Background: an optimization exercise with open tools, aiming at small area. Do not read the settings as production practice. Only simulation tests tie the RTL to the original design; equivalence was not proved. Power is estimated from default activity; no workload was simulated.

<file path="flow/flow/run.sh">
#!/bin/bash
# The standard layout, with each port buffered by the smallest buffer
# (sky130_fd_sc_hd__buf_1) in place of the delay buffer buffer_ports picks
# on its own. make's full output goes to finish.log in this folder; the tools'
# own logs are under orfs/logs/. The buffers Yosys/ABC put in are removed at
# floorplan, leaving the resizer to buffer what needs it.
set -euo pipefail
bash standard.sh finish "BUFFER_PORTS_ARGS=-buffer_cell sky130_fd_sc_hd__buf_1" REMOVE_ABC_BUFFERS=1 > finish.log 2>&1
</file>
<file path="flow/standard.sh">
#!/bin/bash
# synth_recipe.tcl (not shown) runs the flow's synth.tcl, then flattens the netlist and writes it again
# the make line also repeats each setting of config.mk as NAME=value (left out here)
make -C /OpenROAD-flow-scripts/flow DESIGN_CONFIG=/design/flow/config.mk WORK_HOME=/design/flow/orfs CLKGATE_MAP_FILE= SYNTH_SCRIPT=/design/flow/synth_recipe.tcl "${@:-finish}"
</file>
<file path="flow/config.mk">
export PLATFORM = sky130hd
export DESIGN_NAME = stick_top
export DESIGN_NICKNAME = stick_top
export VERILOG_FILES = /design/flow/design.v
export SDC_FILE = /design/flow/constraint.sdc
export NUM_CORES = 4
export LEC_CHECK = 0
export CAP_MARGIN = 20
export CORE_MARGIN = 2
export CORE_UTILIZATION = 58
export CTS_BUF_LIST = sky130_fd_sc_hd__clkbuf_8
export CTS_CLUSTER_DIAMETER = 60
export CTS_CLUSTER_SIZE = 16
export SLEW_MARGIN = 20
</file>
<file path="flow/constraint.sdc">
create_clock -name core_clock -period 6.0 [get_ports {i_sysclk}]
set_input_delay 1.2000 -clock core_clock [delete_from_list [all_inputs] [get_ports {i_sysclk}]]
set_output_delay 1.2000 -clock core_clock [all_outputs]
set_load 0.01 [all_outputs]
</file>
<file path="flow/design.v">
`timescale 1ns/1ps
`default_nettype none
module cmd_regs #(
	parameter int NUM_CH = 4
) (
	input  logic                  i_sysclk,
	input  logic                  i_phy_rst_n,
	input  logic                  i_cmd_valid,
	input  logic [31:0]           i_cmd,		 
	output logic                  o_sync_on,
	output logic [NUM_CH*85-1:0]  o_cfg,
	output logic [NUM_CH-1:0]     o_pdwn,
	output logic [2:0]            o_hv
);
	localparam logic [4:0] OP_ZND_DELAY  = 5'd1;
	localparam logic [4:0] OP_PULSE_W    = 5'd2;
	localparam logic [4:0] OP_DATA_DELAY = 5'd3;
	localparam logic [4:0] OP_SMAX       = 5'd4;
	localparam logic [4:0] OP_WORDS      = 5'd5;
	localparam logic [4:0] OP_OFFSET     = 5'd6;
	localparam logic [4:0] OP_POWER      = 5'd7;
	localparam logic [4:0] OP_SYNC       = 5'd16;
	logic [4:0]  op;
	logic [1:0]  ch;
	logic [23:0] arg;
	logic [23:0] arg_m1;	 
	logic [23:0] arg_neg;	 
	logic        nz24;		 
	logic        nz8;		 
	logic        cmd_set;
	assign op      = i_cmd[30:26];
	assign ch      = i_cmd[25:24];
	assign arg     = i_cmd[23:0];
	assign cmd_set = i_cmd_valid && i_cmd[31];
	logic [24:0] brw;
	assign brw[0] = 1'b1;
	for (genvar k = 0; k < 24; k++)
	begin : g_brw
		assign brw[k+1]  = brw[k] & !arg[k];
		assign arg_m1[k] = arg[k] ^ brw[k];
	end
	assign arg_neg = ~arg_m1;
	assign nz8     = !brw[8];
	assign nz24    = !brw[24];
	always_ff @(posedge i_sysclk or negedge i_phy_rst_n)
	begin
		if (!i_phy_rst_n)
		begin
			o_pdwn    <= '0;
			o_hv      <= '0;
			o_sync_on <= 1'b0;
		end
		else if (cmd_set)
		begin
			if (op == OP_POWER)
			begin
				o_pdwn <= arg[NUM_CH-1:0];
				o_hv   <= arg[4 +: 3];
			end
			if (op == OP_SYNC)
				o_sync_on <= arg[0];
		end
	end
	for (genvar i = 0; i < NUM_CH; i++)
	begin : g_ch
		logic sel;
		assign sel = cmd_set && (ch == 2'(i));
		always_ff @(posedge i_sysclk or negedge i_phy_rst_n)
		begin
			if (!i_phy_rst_n)
			begin
				o_cfg[i*85+60] <= 1'b0;
				o_cfg[i*85+51] <= 1'b0;
				o_cfg[i*85+26] <= 1'b0;
				o_cfg[i*85+17] <= 1'b0;
				o_cfg[i*85+8]  <= 1'b0;
				o_cfg[i*85+0 +: 8] <= '0;
			end
			else if (sel)
			begin
				if (op == OP_ZND_DELAY)  o_cfg[i*85+60] <= nz24;
				if (op == OP_PULSE_W)    o_cfg[i*85+51] <= nz8;
				if (op == OP_DATA_DELAY) o_cfg[i*85+26] <= nz24;
				if (op == OP_SMAX)       o_cfg[i*85+17] <= nz8;
				if (op == OP_WORDS)      o_cfg[i*85+8]  <= nz8;
				if (op == OP_OFFSET)     o_cfg[i*85+0 +: 8] <= arg[7:0];
			end
		end
		always_ff @(posedge i_sysclk)
		begin
			if (sel)
			begin
				if (op == OP_ZND_DELAY)  o_cfg[i*85+61 +: 24] <= arg_neg;
				if (op == OP_PULSE_W)    o_cfg[i*85+52 +: 8]  <= arg_neg[7:0];
				if (op == OP_DATA_DELAY) o_cfg[i*85+27 +: 24] <= arg_neg;
				if (op == OP_SMAX)       o_cfg[i*85+18 +: 8]  <= arg_m1[7:0];
				if (op == OP_WORDS)      o_cfg[i*85+9 +: 8]   <= arg_m1[7:0];
			end
		end
	end
endmodule
`default_nettype wire
`timescale 1ns/1ps
`default_nettype none
module sync_gen #(
	parameter int SYNC_BIT = 20	 
) (
	input  logic i_sysclk,
	input  logic i_phy_rst_n,
	input  logic i_sync_on,
	output logic o_msync_n,		 
	output logic o_sync_stb		 
);
	logic [SYNC_BIT:0] cnt_q;		 
	logic              msync_d;		 
	logic [SYNC_BIT+1:0] cry;		 
	assign cry[0] = 1'b1;
	for (genvar k = 0; k <= SYNC_BIT; k++)
	begin : g_cry
		assign cry[k+1] = cry[k] & cnt_q[k];
	end
	assign o_msync_n = i_sync_on ? cnt_q[SYNC_BIT] : 1'b1;
	always_ff @(posedge i_sysclk or negedge i_phy_rst_n)
	begin
		if (!i_phy_rst_n)
			cnt_q <= '0;
		else
			cnt_q <= cnt_q ^ cry[SYNC_BIT:0];
	end
	always_ff @(posedge i_sysclk)
	begin
		msync_d    <= o_msync_n;
		o_sync_stb <= msync_d & ~o_msync_n;	 
	end
endmodule
`default_nettype wire
`timescale 1ns/1ps
`default_nettype none
module znd_chan (
	input  logic        i_sysclk,
	input  logic        i_phy_rst_n,
	input  logic        i_sync_stb,
	input  logic [84:0] i_cfg,		 
	input  logic        i_pdwn,		 
	output logic        o_imp_a,
	output logic        o_imp_b_n,
	output logic        o_imp_c,
	output logic        o_imp_d_n,
	output logic        o_enz_n
);
	logic [23:0] zd_n;		 
	logic        zd_nz;
	logic [7:0]  pw_n;		 
	logic        pw_nz;
	logic        wait_q;	 
	logic        pulse_q;	 
	logic [23:0] dly_q;		 
	logic [7:0]  wid_q;		 
	logic [24:0] dly_b;		 
	logic [8:0]  wid_b;		 
	assign zd_n  = i_cfg[84:61];
	assign zd_nz = i_cfg[60];
	assign pw_n  = i_cfg[59:52];
	assign pw_nz = i_cfg[51];
	assign dly_b[0] = 1'b1;
	for (genvar k = 0; k < 24; k++)
	begin : g_dly
		assign dly_b[k+1] = dly_b[k] & dly_q[k];
	end
	assign wid_b[0] = pulse_q;
	for (genvar k = 0; k < 8; k++)
	begin : g_wid
		assign wid_b[k+1] = wid_b[k] & wid_q[k];
	end
	always_ff @(posedge i_sysclk or negedge i_phy_rst_n)
	begin
		if (!i_phy_rst_n)
		begin
			wait_q  <= 1'b0;
			pulse_q <= 1'b0;
		end
		else if (i_pdwn || (i_sync_stb && !pw_nz))
		begin
			wait_q  <= 1'b0;
			pulse_q <= 1'b0;
		end
		else if (i_sync_stb)
		begin
			wait_q  <= zd_nz;
			pulse_q <= !zd_nz;
		end
		else if (wait_q)
		begin
			if (dly_b[24])	 
			begin
				wait_q  <= 1'b0;
				pulse_q <= 1'b1;
			end
		end
		else if (wid_b[8])	 
			pulse_q <= 1'b0;
	end
	always_ff @(posedge i_sysclk)
	begin
		if (i_sync_stb)
		begin
			dly_q <= zd_n;
			wid_q <= pw_n;
		end
		else
		begin
			dly_q <= dly_q ^ dly_b[23:0];
			wid_q <= wid_q ^ wid_b[7:0];
		end
	end
	assign o_imp_a   = pulse_q;
	assign o_imp_c   = pulse_q;
	assign o_imp_b_n = !pulse_q;
	assign o_imp_d_n = !pulse_q;
	assign o_enz_n   = !pulse_q;
endmodule
`default_nettype wire
`timescale 1ns/1ps
`default_nettype none
module acq_chan (
	input  logic        i_sysclk,
	input  logic        i_phy_rst_n,
	input  logic        i_sync_stb,
	input  logic [84:0] i_cfg,		 
	input  logic        i_pdwn,
	input  logic [11:0] i_adc,		 
	output logic        o_valid,	 
	output logic [19:0] o_word,		 
	output logic        o_cmpl,		 
	output logic        o_en,
	output logic        o_doffs,
	output logic        o_soffs_n
);
	logic [23:0] dd_n;		 
	logic        dd_nz;
	logic [7:0]  sm_m1;		 
	logic        sm_nz;
	logic [7:0]  wn_m1;		 
	logic        wn_nz;
	logic [7:0]  offset;
	logic        wait_q;	 
	logic        grp_q;		 
	logic [23:0] cnt_q;
	logic [24:0] cry;		 
	logic [23:0] cry_in;	 
	logic [7:0]  pos;		 
	logic [7:0]  wnum;		 
	logic [7:0]  wnum_inc;	 
	logic [11:0] max_q;		 
	logic [11:0] grp_max;	 
	logic [7:0]  offs;		 
	logic [11:0] diff;		 
	logic        neg;		 
	logic [12:0] gt;		 
	logic        lo_b;		 
	logic [4:0]  hi_b;		 
	logic        run_ok;
	logic        last_smp;
	logic        last_word;
	logic        fire;		 
	assign dd_n   = i_cfg[50:27];
	assign dd_nz  = i_cfg[26];
	assign sm_m1  = i_cfg[25:18];
	assign sm_nz  = i_cfg[17];
	assign wn_m1  = i_cfg[16:9];
	assign wn_nz  = i_cfg[8];
	assign offset = i_cfg[7:0];
	assign pos  = cnt_q[7:0];
	assign wnum = cnt_q[15:8];
	assign cry[0] = 1'b1;
	for (genvar k = 0; k < 24; k++)
	begin : g_cry
		if (k == 8)
		begin : g_mid
			assign cry_in[k] = (cry[k] && !grp_q) || o_valid;
		end
		else
		begin : g_std
			assign cry_in[k] = cry[k];
		end
		assign cry[k+1] = cry_in[k] && cnt_q[k];
	end
	assign wnum_inc = wnum ^ cry_in[15:8];
	assign gt[0] = 1'b0;
	for (genvar k = 0; k < 12; k++)
	begin : g_gt
		assign gt[k+1] = (i_adc[k] & !max_q[k]) | (i_adc[k] & gt[k]) | (!max_q[k] & gt[k]);
	end
	assign offs = last_smp ? offset : 8'd0;
	assign {lo_b, diff[7:0]} = {1'b0, grp_max[7:0]} - {1'b0, offs};
	assign hi_b[0] = lo_b;
	for (genvar k = 0; k < 4; k++)
	begin : g_hi
		assign diff[8+k]  = grp_max[8+k] ^ hi_b[k];
		assign hi_b[k+1] = hi_b[k] & !grp_max[8+k];
	end
	assign neg = hi_b[4];
	assign run_ok    = !i_pdwn && sm_nz && wn_nz;
	assign grp_max   = (pos == '0 || gt[12]) ? i_adc : max_q;	 
	assign last_smp  = (pos == sm_m1);
	assign last_word = (wnum_inc == wn_m1);
	assign fire      = run_ok && !i_sync_stb && grp_q && last_smp;
	always_ff @(posedge i_sysclk or negedge i_phy_rst_n)
	begin
		if (!i_phy_rst_n)
		begin
			wait_q  <= 1'b0;
			grp_q   <= 1'b0;
			o_valid <= 1'b0;
		end
		else
		begin
			o_valid <= fire;
			if (!run_ok)
			begin
				wait_q <= 1'b0;
				grp_q  <= 1'b0;
			end
			else if (i_sync_stb)
			begin
				wait_q <= dd_nz;
				grp_q  <= !dd_nz;
			end
			else if (wait_q)
			begin
				if (cry[24])	 
				begin
					wait_q <= 1'b0;
					grp_q  <= 1'b1;
				end
			end
			else if (fire && last_word)
				grp_q <= 1'b0;
		end
	end
	always_ff @(posedge i_sysclk)
	begin
		if (i_sync_stb)	 
			cnt_q <= {dd_n[23:16], dd_nz ? dd_n[15:0] : 16'd0};
		else
		begin
			cnt_q[23:8] <= cnt_q[23:8] ^ cry_in[23:8];
			cnt_q[7:0]  <= (grp_q && last_smp) ? 8'd0 : (cnt_q[7:0] ^ cry_in[7:0]);
		end
		max_q <= neg ? 12'd0 : diff;	 
	end
	assign o_cmpl    = o_valid && !grp_q;
	assign o_word    = {wnum, max_q};
	assign o_en      = grp_q;
	assign o_doffs   = wait_q;
	assign o_soffs_n = !wait_q;
endmodule
`default_nettype wire
`timescale 1ns/1ps
`default_nettype none
module stick_top #(
	parameter int NUM_CH   = 4,
	parameter int SYNC_BIT = 11
) (
	input  logic                     i_sysclk,
	input  logic                     i_phy_rst_n,
	input  logic                     i_cmd_valid,
	input  logic [31:0]              i_cmd,		 
	input  logic [NUM_CH*12-1:0]     i_adc,
	output logic                     o_msync_n,
	output logic [2:0]               o_hpwon,
	output logic [NUM_CH-1:0]        o_pdwn,
	output logic [NUM_CH-1:0]        o_phase_a,
	output logic [NUM_CH-1:0]        o_phase_b_n,
	output logic [NUM_CH-1:0]        o_phase_c,
	output logic [NUM_CH-1:0]        o_phase_d_n,
	output logic [NUM_CH-1:0]        o_nenz,
	output logic [NUM_CH-1:0]        o_acq_valid,
	output logic [NUM_CH-1:0]        o_acq_cmpl,
	output logic [NUM_CH-1:0]        o_en,
	output logic [NUM_CH-1:0]        o_doffs,
	output logic [NUM_CH-1:0]        o_soffs_n,
	output logic [NUM_CH*20-1:0]     o_acq_word	 
);
	logic [NUM_CH*85-1:0] cfg;		 
	logic                 sync_on;
	logic                 sync_stb;	 
	cmd_regs #(
		.NUM_CH(NUM_CH)
	) u_cmd_regs (
		.i_sysclk    (i_sysclk),
		.i_phy_rst_n (i_phy_rst_n),
		.i_cmd_valid (i_cmd_valid),
		.i_cmd       (i_cmd),
		.o_sync_on   (sync_on),
		.o_cfg       (cfg),
		.o_pdwn      (o_pdwn),
		.o_hv        (o_hpwon)
	);
	sync_gen #(
		.SYNC_BIT(SYNC_BIT)
	) u_sync_gen (
		.i_sysclk    (i_sysclk),
		.i_phy_rst_n (i_phy_rst_n),
		.i_sync_on   (sync_on),
		.o_msync_n   (o_msync_n),
		.o_sync_stb  (sync_stb)
	);
	for (genvar g = 0; g < NUM_CH; g++)
	begin : g_ch
		znd_chan u_znd (
			.i_sysclk    (i_sysclk),
			.i_phy_rst_n (i_phy_rst_n),
			.i_sync_stb  (sync_stb),
			.i_cfg       (cfg[g*85 +: 85]),
			.i_pdwn      (o_pdwn[g]),
			.o_imp_a     (o_phase_a[g]),
			.o_imp_b_n   (o_phase_b_n[g]),
			.o_imp_c     (o_phase_c[g]),
			.o_imp_d_n   (o_phase_d_n[g]),
			.o_enz_n     (o_nenz[g])
		);
		acq_chan u_acq (
			.i_sysclk    (i_sysclk),
			.i_phy_rst_n (i_phy_rst_n),
			.i_sync_stb  (sync_stb),
			.i_cfg       (cfg[g*85 +: 85]),
			.i_pdwn      (o_pdwn[g]),
			.i_adc       (i_adc[g*12 +: 12]),
			.o_valid     (o_acq_valid[g]),
			.o_word      (o_acq_word[g*20 +: 20]),
			.o_cmpl      (o_acq_cmpl[g]),
			.o_en        (o_en[g]),
			.o_doffs     (o_doffs[g]),
			.o_soffs_n   (o_soffs_n[g])
		);
	end
endmodule
`default_nettype wire
</file>
==> insert_results.sql <==
INSERT INTO impl_metrics (metric_group, metric, value, unit) VALUES
('sta', 'report.final.hold_viol_count', '0', ''),
('clocking', 'cts.root.buffer_cell', 'sky130_fd_sc_hd__clkbuf_8', ''),
('route', 'route.detailed.drc', '0', ''),
('synth', 'synth_area', '0.0285', 'mm²'),
('route', 'detail_route.wl_per_cell', '20.5', 'µm'),
('synth', 'synth-edff-count', '288', ''),
('synth', 'synthesis.yosys.warnings', '4', ''),
('global_route', 'grt_antenna_before_repair', '4', ''),
('clocking', 'cts-resized-gates', '0', ''),
('clocking', 'ctsHoldBuffers', '0', ''),
('die', 'io_pins', '211', ''),
('clocking', 'tritoncts_num_sinks', '654', ''),
('clocking', 'cts_post_setup_buffers_inserted', '0', ''),
('synth', 'synth_seq_area_share', '0.578', ''),
('power_and_ir_drop', 'p_leak', '12.7', 'nW'),
('synth', 'share_of_async_settable_or_async_resettable_flops_after_synthesis', '0.141', ''),
('route', 'routed-wl-met2', '31200', 'µm'),
('clocking', 'cts_inserted_buffers', '50', ''),
('power_and_ir_drop', 'power.combinational.fraction', '0.315', ''),
('run_status', 'run_status', 'timing/DRC/antenna clean', ''),
('synth', 'synth-main-ff-cell', 'sky130_fd_sc_hd__edfxtp_1', ''),
('min_path', 'hold_path_class', 'reg2reg', ''),
('power_and_ir_drop', 'power_frac_clock', '0.194', ''),
('die', 'core-area', '0.0486', 'mm²'),
('route', 'vias_per_cell', '5.51', ''),
('die', 'start_util', '0.585', ''),
('global_route', 'gr-usage-all-layers', '0.248', ''),
('finish', 'layout_commonest_cell', 'sky130_fd_sc_hd__ha_1', ''),
('route', 'met3RoutedLength', '3110', 'µm'),
('sta', 'maxSlewHeadroom', '0.286', ''),
('global_route', 'largest_net_degree_at_the_start_of_global_routing', '61', ''),
('power_and_ir_drop', 'switchingPower', '0.00386', 'W'),
('synth', 'synth.lib_cells_used.distinct', '64', ''),
('route', 'dr.max_layer_used', 'met4', ''),
('route', 'route.antenna.remaining_nets', '0', ''),
('sta', 'final-max-slew-violation-count', '0', ''),
('placement', 'place_congestion', '0.831', ''),
('sta', 'report.final.setup_viol', '0', ''),
('setup_path', 'worst_ep_arrival_time', '6.15', 'ns'),
('die', 'die_w', '226', 'µm'),
('route', 'wl_met1', '26500', 'µm'),
('sta', 'final_period_minus_worst_setup_slack', '5.60', 'ns'),
('placement', 'dp_hpwl', '44100', 'µm'),
('sta', 'fmaxAchievable', '179', 'MHz'),
('die', 'placement_rows', '81', ''),
('finish', 'area_delta_synth_final', '7.18', '%'),
('power_and_ir_drop', 'swShare', '0.315', ''),
('route', 'wirelength', '62600', 'µm'),
('clocking', 'clock_slew_at_the_register_clock_pins_of_the_worst_setup_and_hold_paths', '0.10', 'ns'),
('sta', 'fin_ws', '0.404', 'ns'),
('setup_path', 'worst-path-max-fanout', '2', ''),
('setup_path', 'setup.reg_to_reg.worst_slack', '0.40', 'ns'),
('setup_path', 'worstSetupStartpointType', 'flip-flop', ''),
('clocking', 'cts-htree-levels', '2', ''),
('placement', 'pre_cts_slack', '-0.270', 'ns'),
('route', 'detailedRoute.firstPassIterationCount', '5', ''),
('global_route', 'grt-ovfl-total', '0', ''),
('global_route', 'number_of_global_route_vias_before_repair', '16600', ''),
('route', 'detailroute.via_count', '16800', ''),
('global_route', 'grt_pass1_wl', '94100', 'µm'),
('setup_path', 'critical_path_class', 'reg2reg', ''),
('finish', 'final_cell_mix', 'sky130_fd_sc_hd__ha_1 (301), sky130_fd_sc_hd__edfxtp_1 (288), sky130_fd_sc_hd__dfxtp_1 (273)', ''),
('run', 'cap_violations', '0', ''),
('power_and_ir_drop', 'max-vdd-ir-drop', '0.258', 'mV'),
('placement', 'placed_cell_area', '0.0295', 'mm²'),
('synth', 'yosys_register_bits', '654', ''),
('placement', 'buffer_ports.inserted', '210', ''),
('power_and_ir_drop', 'p_seq_frac', '0.491', ''),
('power_and_ir_drop', 'p_int', '0.00839', 'W'),
('sta', 'unrepaired_setup_endpoints_after_global_routing', 'no', ''),
('sta', 'worst_pin_slew', '1.06', 'ns');
==> Yosys cell counts, types with 12 or more instances <==
| cell type | count | area (µm²) |
|---|---|---|
| sky130_fd_sc_hd__ha_1 | 301 | 3770 |
| sky130_fd_sc_hd__edfxtp_1 | 288 | 8650 |
| sky130_fd_sc_hd__dfxtp_1 | 274 | 5490 |
| sky130_fd_sc_hd__mux2_2 | 189 | 2130 |
| sky130_fd_sc_hd__inv_1 | 146 | 548 |
| sky130_fd_sc_hd__nand2_1 | 129 | 484 |
| sky130_fd_sc_hd__nor2_1 | 122 | 458 |
| sky130_fd_sc_hd__dfrtp_1 | 92 | 2300 |
| sky130_fd_sc_hd__o21ai_0 | 78 | 390 |
| sky130_fd_sc_hd__buf_4 | 77 | 578 |
| sky130_fd_sc_hd__xnor2_1 | 74 | 648 |
| sky130_fd_sc_hd__a21oi_1 | 56 | 280 |
| sky130_fd_sc_hd__clkbuf_1 | 50 | 188 |
| sky130_fd_sc_hd__nand3_1 | 40 | 200 |
| sky130_fd_sc_hd__a22o_1 | 32 | 280 |
| sky130_fd_sc_hd__nor2b_1 | 29 | 181 |
| sky130_fd_sc_hd__nor3_1 | 24 | 120 |
| sky130_fd_sc_hd__nand2b_1 | 20 | 125 |
| sky130_fd_sc_hd__nand4_1 | 16 | 100 |
| sky130_fd_sc_hd__maj3_1 | 15 | 150 |
| sky130_fd_sc_hd__mux2i_1 | 12 | 120 |
==> state kept, by name, summed over array words and instances, names as in the netlist, 12 cells and up <==
register          cells
u_cmd_regs.o_cfg    340
g_ch.u_znd.wid_q     32
g_ch.u_acq.max_q     48
u_sync_gen.cnt_q     12
g_ch.u_znd.dly_q     96
g_ch.u_acq.cnt_q     96
==> power by group through the flow <==
stage                     clock (W)  sequential, W  combinational, W
after floorplan                   0        0.00613           0.00285
after global placement            0        0.00608           0.00369
after detailed placement          0        0.00613           0.00390
after CTS                   0.00245        0.00603           0.00391
after global routing        0.00259        0.00612           0.00442
final                       0.00238        0.00602           0.00386
==> path summary, 6_finish.rpt <==
| kind | end | start | depth (start not counted) |
|---|---|---|---|
| max reg2reg | g_ch[0].u_znd.pulse_q$_DFFE_PN0P_ | g_ch[0].u_znd.dly_q[0]$_DFF_P_ | 26 |
| max in group asynchronous | u_cmd_regs.o_cfg[255]$_DFFE_PN0P_ | i_phy_rst_n | 2 |
| min in group asynchronous | g_ch[3].u_znd.wait_q$_DFF_PN0_ | i_phy_rst_n | 1 |
| min reg2reg | u_sync_gen.o_sync_stb$_DFF_P_ | u_sync_gen.msync_d$_DFF_P_ | 2 |
| max | g_ch[0].u_znd.pulse_q$_DFFE_PN0P_ | g_ch[0].u_znd.dly_q[0]$_DFF_P_ | 26 |
| min | u_sync_gen.o_sync_stb$_DFF_P_ | u_sync_gen.msync_d$_DFF_P_ | 2 |
==> kinds of logic (layout without fill, tap and decap cells) <==
family	after synthesis	after routing	share of synthesized area
buffers and inverters	282	486	0.0482
multiplexers	204	204	0.0802
other	0	1	0
flip-flops	654	654	0.578
AND/OR/NAND/NOR	431	431	0.0716
AO/OA/AOI/OAI	250	250	0.0565
adder cells (fa/ha/maj)	323	323	0.142
XOR/XNOR	79	79	0.0243
==> worst max-delay path: stages (launching register included) <==
cell and delay [ns]:
sky130_fd_sc_hd__dfxtp_1 0.32, sky130_fd_sc_hd__ha_1 0.19, sky130_fd_sc_hd__ha_1 0.22, sky130_fd_sc_hd__ha_1 0.21, sky130_fd_sc_hd__ha_1 0.21, sky130_fd_sc_hd__ha_1 0.21, sky130_fd_sc_hd__ha_1 0.20, sky130_fd_sc_hd__ha_1 0.20
sky130_fd_sc_hd__ha_1 0.20, sky130_fd_sc_hd__ha_1 0.21, sky130_fd_sc_hd__ha_1 0.22, sky130_fd_sc_hd__ha_1 0.20, sky130_fd_sc_hd__ha_1 0.20, sky130_fd_sc_hd__ha_1 0.21, sky130_fd_sc_hd__ha_1 0.21, sky130_fd_sc_hd__ha_1 0.20
sky130_fd_sc_hd__ha_1 0.21, sky130_fd_sc_hd__ha_1 0.20, sky130_fd_sc_hd__ha_1 0.20, sky130_fd_sc_hd__ha_1 0.20, sky130_fd_sc_hd__ha_1 0.19, sky130_fd_sc_hd__ha_1 0.22, sky130_fd_sc_hd__ha_1 0.20, sky130_fd_sc_hd__ha_1 0.23
sky130_fd_sc_hd__o22ai_1 0.19, sky130_fd_sc_hd__o22a_1 0.16, sky130_fd_sc_hd__nor2_1 0.04
==> routing by layer <==
layer,global-route usage,vias up
met1,0.312,8228
met4,0.0810,0
met3,0.0426,83
met2,0.435,337
met5,0,-
li1,-,8145
==> through the flow <==
stage | power, W | hold slack, ns | util | setup TNS, ns | instances
detailed placement | 0.0100 | 0.392 | 0.607 | -4.88 | 2956
global route | 0.0131 | 0.430 | 0.627 | 0 | 3049
CTS | 0.0124 | 0.416 | 0.627 | 0 | 3049
global placement | 0.00978 | 0.391 | 0.607 | -2.30 | 2956
finish | 0.0123 | 0.416 | 0.627 | 0 | 3050
floorplan | 0.00898 | 0.394 | - | -3.17 | 2087
==> cell type report <==
class                   instances  area, µm²
diodes                          1       2.50
clock buffers                  51        702
clock inverters                42        263
fillers                      3896      18100
inverters                     146        548
multi-input cells            1287      10700
flip-flops and latches        654      16400
well taps                     622        778
repair buffers                247       1070

-- separate check: timing with driven ports --
How much do the figures lean on ideal ports? The routed layout below was timed once more, with nothing changed but the port constraints.
Step 1 assumes that a clkbuf_16 drives the clock port and a buf_2 every other input.
Step 2 also shifts input and output timing later by t, the mid clock arrival at the registers, as if the neighbouring blocks saw the same clock.
Three values: ideal ports, drivers, drivers and shift; two values: the first two.
t (ns): 0.712
setup WS [ns]: 0.404 / 0.404 / -0.273
worst hold slack (ns): 0.416 / 0.416 / 0.416
slew at the worst register clock pin (ns): 0.11 / 0.11
With both steps, setup timing fails in this run, where it was met with ideal ports. The setup slack of this run moves by 0.000 ns with the drivers and by -0.677 ns with both steps.
